What follows belongs to an exercise in optimizing a design on an open flow for small area; a production flow would make more cautious choices.
RTL that was checked went through simulation tests only; none was proved equivalent to the original.
Power and IR drop assume default switching activity.

==> flow/design.v <==
`timescale 1ns / 1ps
package deq_pkg;
    localparam int DEPTH   = 32;
    localparam int IDX_W   = $clog2(DEPTH);
    localparam int DATA_W  = 32;
    localparam int REQ_W   = 3;
    localparam int STAT_W  = 2;
    localparam logic [REQ_W-1:0] REQ_PUSH_FRONT = 3'd0;
    localparam logic [REQ_W-1:0] REQ_PUSH_BACK  = 3'd1;
    localparam logic [REQ_W-1:0] REQ_POP_FRONT  = 3'd2;
    localparam logic [REQ_W-1:0] REQ_POP_BACK   = 3'd3;
    localparam logic [REQ_W-1:0] REQ_READ_ALL   = 3'd4;
    function automatic logic [IDX_W-1:0] ring_next(input logic [IDX_W-1:0] x);
        ring_next = {x[3:0], x[4] ^ x[2] ^ (x[3:0] == 4'd0)};
    endfunction
    function automatic logic [IDX_W-1:0] ring_prev(input logic [IDX_W-1:0] y);
        ring_prev = {y[0] ^ y[3] ^ (y[4:1] == 4'd0), y[4:1]};
    endfunction
endpackage
`timescale 1ns / 1ps
module deq_aoi3 (
    input  logic a0,
    input  logic b0,
    input  logic a1,
    input  logic b1,
    input  logic a2,
    input  logic b2,
    output logic y
);
    assign y = !((a0 && b0) || (a1 && b1) || (a2 && b2));
endmodule
module deq_ram #(
    parameter int DATA_W = 32,
    parameter int WORDS  = 32,
    parameter int ADDR_W = $clog2(WORDS)
) (
    input  logic              clk,
    input  logic              we,
    input  logic [ADDR_W-1:0] waddr,
    input  logic [DATA_W-1:0] wdata,
    input  logic              re,
    input  logic [ADDR_W-1:0] raddr,
    input  logic              xsel,
    input  logic [DATA_W-1:0] xdata,
    output logic [DATA_W-1:0] rdata
);
    localparam int INS    = WORDS + 1;
    localparam int GROUPS = (INS + 2) / 3;
    logic [DATA_W-1:0] mem [WORDS];
    logic [WORDS-1:0]  wsel;
    logic [3*GROUPS-1:0] rsel;
    logic [DATA_W-1:0] rin [3*GROUPS];
    always_comb
    begin
        rsel = '0;
        for (int k = 0; k < WORDS; k++)
        begin
            wsel[k] = we && (waddr == ADDR_W'(k));
            rsel[k] = re && (raddr == ADDR_W'(k));
        end
        rsel[WORDS] = xsel;
        for (int k = 0; k < 3 * GROUPS; k++)
        begin
            if (k < WORDS)
            begin
                rin[k] = mem[k];
            end
            else if (k == WORDS)
            begin
                rin[k] = xdata;
            end
            else
            begin
                rin[k] = '0;
            end
        end
    end
    for (genvar k = 0; k < WORDS; k++)
    begin : g_word
        always_ff @(posedge clk)
        begin
            if (wsel[k])
            begin
                mem[k] <= wdata;
            end
        end
    end
    for (genvar b = 0; b < DATA_W; b++)
    begin : g_bit
        logic [GROUPS-1:0] grp_n;
        for (genvar g = 0; g < GROUPS; g++)
        begin : g_grp
            deq_aoi3 u_aoi (
                .a0 (rsel[3*g]),
                .b0 (rin[3*g][b]),
                .a1 (rsel[3*g+1]),
                .b1 (rin[3*g+1][b]),
                .a2 (rsel[3*g+2]),
                .b2 (rin[3*g+2][b]),
                .y  (grp_n[g])
            );
        end
        assign rdata[b] = !(&grp_n);
    end
endmodule
`timescale 1ns / 1ps
module double_ended_queue (
    input  logic                                 clk,
    input  logic                                 rst_n,
    input  logic                                 start,
    output logic                                 busy,
    input  logic        [deq_pkg::REQ_W-1:0]     req_type,
    input  logic signed [deq_pkg::DATA_W-1:0]    push_value,
    output logic                                 done,
    output logic signed [deq_pkg::DATA_W-1:0]    out_value,
    output logic        [deq_pkg::STAT_W-1:0]    status,
    output logic                                 is_last
);
    localparam int IW = deq_pkg::IDX_W;
    logic          busy_reg, busy_next;
    logic          done_reg, done_next;
    logic          nonempty_reg, nonempty_next;
    logic [IW-1:0] front_reg, front_next;
    logic [IW-1:0] back_reg, back_next;
    logic [IW-1:0] rnext_reg, rnext_next;
    logic [IW-1:0] raddr;
    logic [deq_pkg::DATA_W-1:0] res_value_reg, res_value_next;
    logic [deq_pkg::STAT_W-1:0] res_status_reg, res_status_next;
    logic          one;
    logic          full;
    logic          mem_we;
    logic [IW-1:0] mem_waddr;
    logic          mem_re;
    logic          res_push;
    assign one  = (front_reg == back_reg);
    assign full = nonempty_reg && (deq_pkg::ring_next(back_reg) == front_reg);
    always_comb
    begin
        busy_next       = busy_reg;
        done_next       = 1'b0;
        nonempty_next   = nonempty_reg;
        front_next      = front_reg;
        back_next       = back_reg;
        raddr           = req_type[0] ? back_reg : front_reg;
        rnext_next      = deq_pkg::ring_next(front_reg);
        mem_re          = 1'b0;
        res_push        = 1'b0;
        res_status_next = 2'd0;
        mem_we          = 1'b0;
        mem_waddr       = req_type[0] ? deq_pkg::ring_next(back_reg) : deq_pkg::ring_prev(front_reg);
        if (busy_reg)
        begin
            done_next  = 1'b1;
            mem_re     = 1'b1;
            raddr      = rnext_reg;
            rnext_next = deq_pkg::ring_next(rnext_reg);
            busy_next  = (rnext_reg != back_reg);
        end
        else if (start)
        begin
            unique case (req_type)
                deq_pkg::REQ_PUSH_FRONT, deq_pkg::REQ_PUSH_BACK:
                begin
                    done_next = 1'b1;
                    res_push  = 1'b1;
                    if (full)
                    begin
                        res_status_next = 2'd2;
                    end
                    else
                    begin
                        mem_we        = 1'b1;
                        nonempty_next = 1'b1;
                        if (req_type[0])
                        begin
                            back_next = mem_waddr;
                        end
                        else
                        begin
                            front_next = mem_waddr;
                        end
                    end
                end
                deq_pkg::REQ_POP_FRONT, deq_pkg::REQ_POP_BACK:
                begin
                    done_next = 1'b1;
                    if (nonempty_reg)
                    begin
                        mem_re        = 1'b1;
                        nonempty_next = !one;
                        if (req_type[0])
                        begin
                            back_next = deq_pkg::ring_prev(back_reg);
                        end
                        else
                        begin
                            front_next = deq_pkg::ring_next(front_reg);
                        end
                    end
                    else
                    begin
                        res_status_next = 2'd1;
                    end
                end
                deq_pkg::REQ_READ_ALL:
                begin
                    done_next = 1'b1;
                    if (nonempty_reg)
                    begin
                        mem_re    = 1'b1;
                        busy_next = !one;
                    end
                    else
                    begin
                        res_status_next = 2'd1;
                    end
                end
                default:
                begin
                end
            endcase
        end
    end
    always_ff @(posedge clk or negedge rst_n)
    begin
        if (!rst_n)
        begin
            busy_reg     <= 1'b0;
            done_reg     <= 1'b0;
            nonempty_reg <= 1'b0;
            front_reg    <= '0;
            back_reg     <= deq_pkg::ring_prev('0);
        end
        else
        begin
            busy_reg     <= busy_next;
            done_reg     <= done_next;
            nonempty_reg <= nonempty_next;
            front_reg    <= front_next;
            back_reg     <= back_next;
        end
    end
    always_ff @(posedge clk)
    begin
        rnext_reg      <= rnext_next;
        res_value_reg  <= res_value_next;
        res_status_reg <= res_status_next;
    end
    deq_ram #(
        .DATA_W (deq_pkg::DATA_W),
        .WORDS  (deq_pkg::DEPTH)
    ) u_ram (
        .clk   (clk),
        .we    (mem_we),
        .waddr (mem_waddr),
        .wdata (push_value),
        .re    (mem_re),
        .raddr (raddr),
        .xsel  (res_push),
        .xdata (push_value),
        .rdata (res_value_next)
    );
    assign busy      = busy_reg;
    assign done      = done_reg;
    assign out_value = $signed(res_value_reg);
    assign status    = res_status_reg;
    assign is_last   = !busy_reg;
endmodule
export LEC_CHECK = 0
export CAP_MARGIN = 20
export CORE_MARGIN = 2
export CORE_UTILIZATION = 70
export GPL_TIMING_DRIVEN = 0
export SETUP_SLACK_MARGIN = 0.15
export SLEW_MARGIN = 20
export SYNTH_HIERARCHICAL = 1
create_clock -name core_clock -period 4.0 [get_ports {clk}]
standard.sh (not shown) runs the stock make flow with config.mk's settings and CLKGATE_MAP_FILE= SYNTH_SCRIPT=/design/flow/synth_recipe.tcl, a recipe that flattens the netlist after the stock synthesis.
==> flow/flow/run.sh <==
#!/bin/bash
# Standard layout with buf_4 input and buf_2 output port buffers, a clock tree
# of clkbuf_8 leaf buffers without dummy loads, and one buffer placed at the
# middle of each high-fanout net's loads right after global placement (before
# the resizer repairs slew and capacitance).
here=$(pwd)
export BUFFER_PORTS_ARGS="-inputs -buffer_cell sky130_fd_sc_hd__buf_4"
export CTS_ARGS="-sink_clustering_enable -repair_clock_nets -dont_use_dummy_load -buf_list {sky130_fd_sc_hd__clkbuf_8} -root_buf sky130_fd_sc_hd__clkbuf_16 -sink_clustering_size 18 -sink_clustering_max_diameter 60"
cat $here/flow/outbuf.tcl $here/flow/fanout_buffers.tcl > $here/post_gpl.tcl
export POST_GLOBAL_PLACE_TCL=$here/post_gpl.tcl
bash standard.sh > flow.log 2>&1
==> flow/flow/fanout_buffers.tcl <==
# Give each signal net with many loads one buffer at the centre of its loads,
# unless a buffer (such as a port buffer) already drives it.
set block [ord::get_db_block]
set dbu [$block getDefUnits]
set min_loads 16
set count 0
foreach net [$block getNets] {
  if {[$net getSigType] ne "SIGNAL"} { continue }
  if {[$net getName] eq "clk"} { continue }
  set loads {}
  set driver ""
  foreach it [$net getITerms] {
    if {[$it isOutputSignal]} { set driver $it } elseif {[$it isInputSignal]} { lappend loads $it }
  }
  if {$driver eq "" || [llength $loads] < $min_loads} { continue }
  set dm [[$driver getInst] getMaster]
  if {[string match "*__buf_*" [$dm getName]] || [string match "*__clkbuf_*" [$dm getName]]} { continue }
  set sx 0; set sy 0
  foreach it $loads {
    set xy [$it getAvgXY]
    if {[lindex $xy 0] == 0} { set box [[$it getInst] getBBox]; set x [$box xCenter]; set y [$box yCenter] } else { set x [lindex $xy 1]; set y [lindex $xy 2] }
    set sx [expr {$sx + $x}]; set sy [expr {$sy + $y}]
  }
  set n [llength $loads]
  set cx [expr {double($sx) / $n / $dbu}]
  set cy [expr {double($sy) / $n / $dbu}]
  insert_buffer -buffer_cell sky130_fd_sc_hd__buf_4 -net [get_nets [$net getName]] -location [list $cx $cy] -buffer_name fanbuf_$count
  incr count
}
puts "fanout_buffers: inserted $count buffers"
==> flow/flow/outbuf.tcl <==
# Buffer the outputs with small buffers (they drive only the output load).
buffer_ports -outputs -buffer_cell sky130_fd_sc_hd__buf_2
Then changed:
Settings changed: CORE_UTILIZATION 70 to 80.
The new run completed without violations.
Worst hold slack got worse by 0.0071 ns.
Setup slack improves by 0.13 ns.
Cell count drops by 3.0%.
Clock skew fell by 0.019 ns.
Maximum frequency climbs by about 3.4%.
Core utilization goes up by 10 points.
Die area decreases by 12%.
First-iteration DRC count came out higher by 4.9%.

* * *

double_ended_queue, a different RTL version from the one above (not shown whole).
Size: about 2400 cells after synthesis, about 1100 flip-flops, ~0.040 mm² of cells after synthesis.
==> flow/config.mk <==
export PLATFORM = sky130hd
export DESIGN_NAME = double_ended_queue
export DESIGN_NICKNAME = double_ended_queue
export VERILOG_FILES = /design/flow/design.v
export SDC_FILE = /design/flow/constraint.sdc
export NUM_CORES = 4
export LEC_CHECK = 0
export CAP_MARGIN = 20
export CORE_MARGIN = 2
export CORE_UTILIZATION = 60
export GPL_TIMING_DRIVEN = 0
export SLEW_MARGIN = 20
==> flow/constraint.sdc <==
create_clock -name core_clock -period 4.0 [get_ports {clk}]
set_input_delay 0.8000 -clock core_clock [delete_from_list [all_inputs] [get_ports {clk}]]
set_output_delay 0.8000 -clock core_clock [all_outputs]
set_load 0.01 [all_outputs]
==> flow/flow/run.sh <==
#!/bin/bash
# Standard layout with smaller port buffers and a clock tree without dummy loads.
export BUFFER_PORTS_ARGS="-buffer_cell sky130_fd_sc_hd__buf_4"
export CTS_ARGS="-sink_clustering_enable -repair_clock_nets -dont_use_dummy_load -buf_list sky130_fd_sc_hd__clkbuf_8"
bash standard.sh > flow.log 2>&1
The first run finished but fails on setup timing.
Change:
==> flow/run.sh (new file) <==
#!/bin/bash
# synth_recipe.tcl (not shown) runs the flow's synth.tcl, then flattens the netlist and writes it again
# the make line also repeats each setting of config.mk as NAME=value (left out here)
make -C /OpenROAD-flow-scripts/flow DESIGN_CONFIG=/design/flow/config.mk WORK_HOME=/design/flow/orfs CLKGATE_MAP_FILE= SYNTH_SCRIPT=/design/flow/synth_recipe.tcl finish
Settings changed: CORE_UTILIZATION 60 to 40, GPL_TIMING_DRIVEN 0 to default.
removed: flow/flow/run.sh
removed: flow/standard.sh
The new run finished with timing, DRC and antenna clean. Synthesized area stays the same. Final cell count climbs by 14%. Setup slack gains 0.21 ns. Register-to-register slack gets better by 0.21 ns. Synthesized cell count stays the same. Cell area went up by 5.1%. Die area grows by 49%. Clock-buffer cell count goes down by 24. Non-clock buffer count goes up by 72. Utilization decreases by 21 points. Via count decreases by 2.6%.
Change:
Settings changed: CORE_UTILIZATION 40 to 60, GPL_TIMING_DRIVEN from default to 0.
This time the run ran to the end with violations: setup timing.
Final area drops by a few percent.
Core utilization climbs by 23 points.
Worst setup slack loses 0.18 ns.
Sequential share of layout area climbs by 1.7 points.
Worst hold slack gains 0.018 ns.
Die area drops by a quarter to a third.
Power drops by a few percent.
Area after synthesis is unchanged.
Non-clock buffer count drops by 70.
Via count climbs by a few percent.
Clock power drops by roughly a tenth.
No functional check of the RTL was part of any run of this note.

[static timing again, ports no longer ideal]
The results above use ideal ports. As a check the final layouts listed here were re-extracted and re-timed, cells and wires unchanged.
Step 1 sets driving cells, clkbuf_16 on the clock port and buf_2 on the other inputs (assumed; they add their load-dependent delay and slew).
Step 2 moves the port delays by t, midway between the first and last clock arrival at a register: inputs arrive t later, outputs are due t later. That takes back most of the time a late clock gives input paths.
Three values: no drivers, after step 1, after step 2; two values: the first two.
| run | t, ns | setup WS [ns] | worst hold slack (ns) | worst setup path at the end | worst register clock-pin slew, ns |
|---|---|---|---|---|---|
| the first run of note 1 | 0.647 | 0.107 / 0.107 / -0.274 | 0.050 / 0.014 / 0.528 | input to register | 0.12 / 0.12 |
| the second run of note 1 | 0.657 | 0.235 / 0.239 / -0.382 | 0.043 / 0.007 / 0.538 | input to register | 0.12 / 0.12 |
| the first run of note 2 | 0.873 | -0.076 / -0.076 / -0.769 | 0.239 / 0.207 / 0.473 | input to register | 0.06 / 0.06 |
| the second run of note 2 | 0.747 | 0.133 / 0.133 / -0.471 | 0.482 / 0.480 / 0.482 | input to register | 0.07 / 0.07 |
| the third run of note 2 | 0.737 | -0.045 / -0.001 / -0.738 | 0.499 / 0.487 / 0.499 | input to register | 0.07 / 0.07 |
Met with ideal ports but missed after step 2: setup timing in the first run of note 1, the second run of note 1 and the second run of note 2.
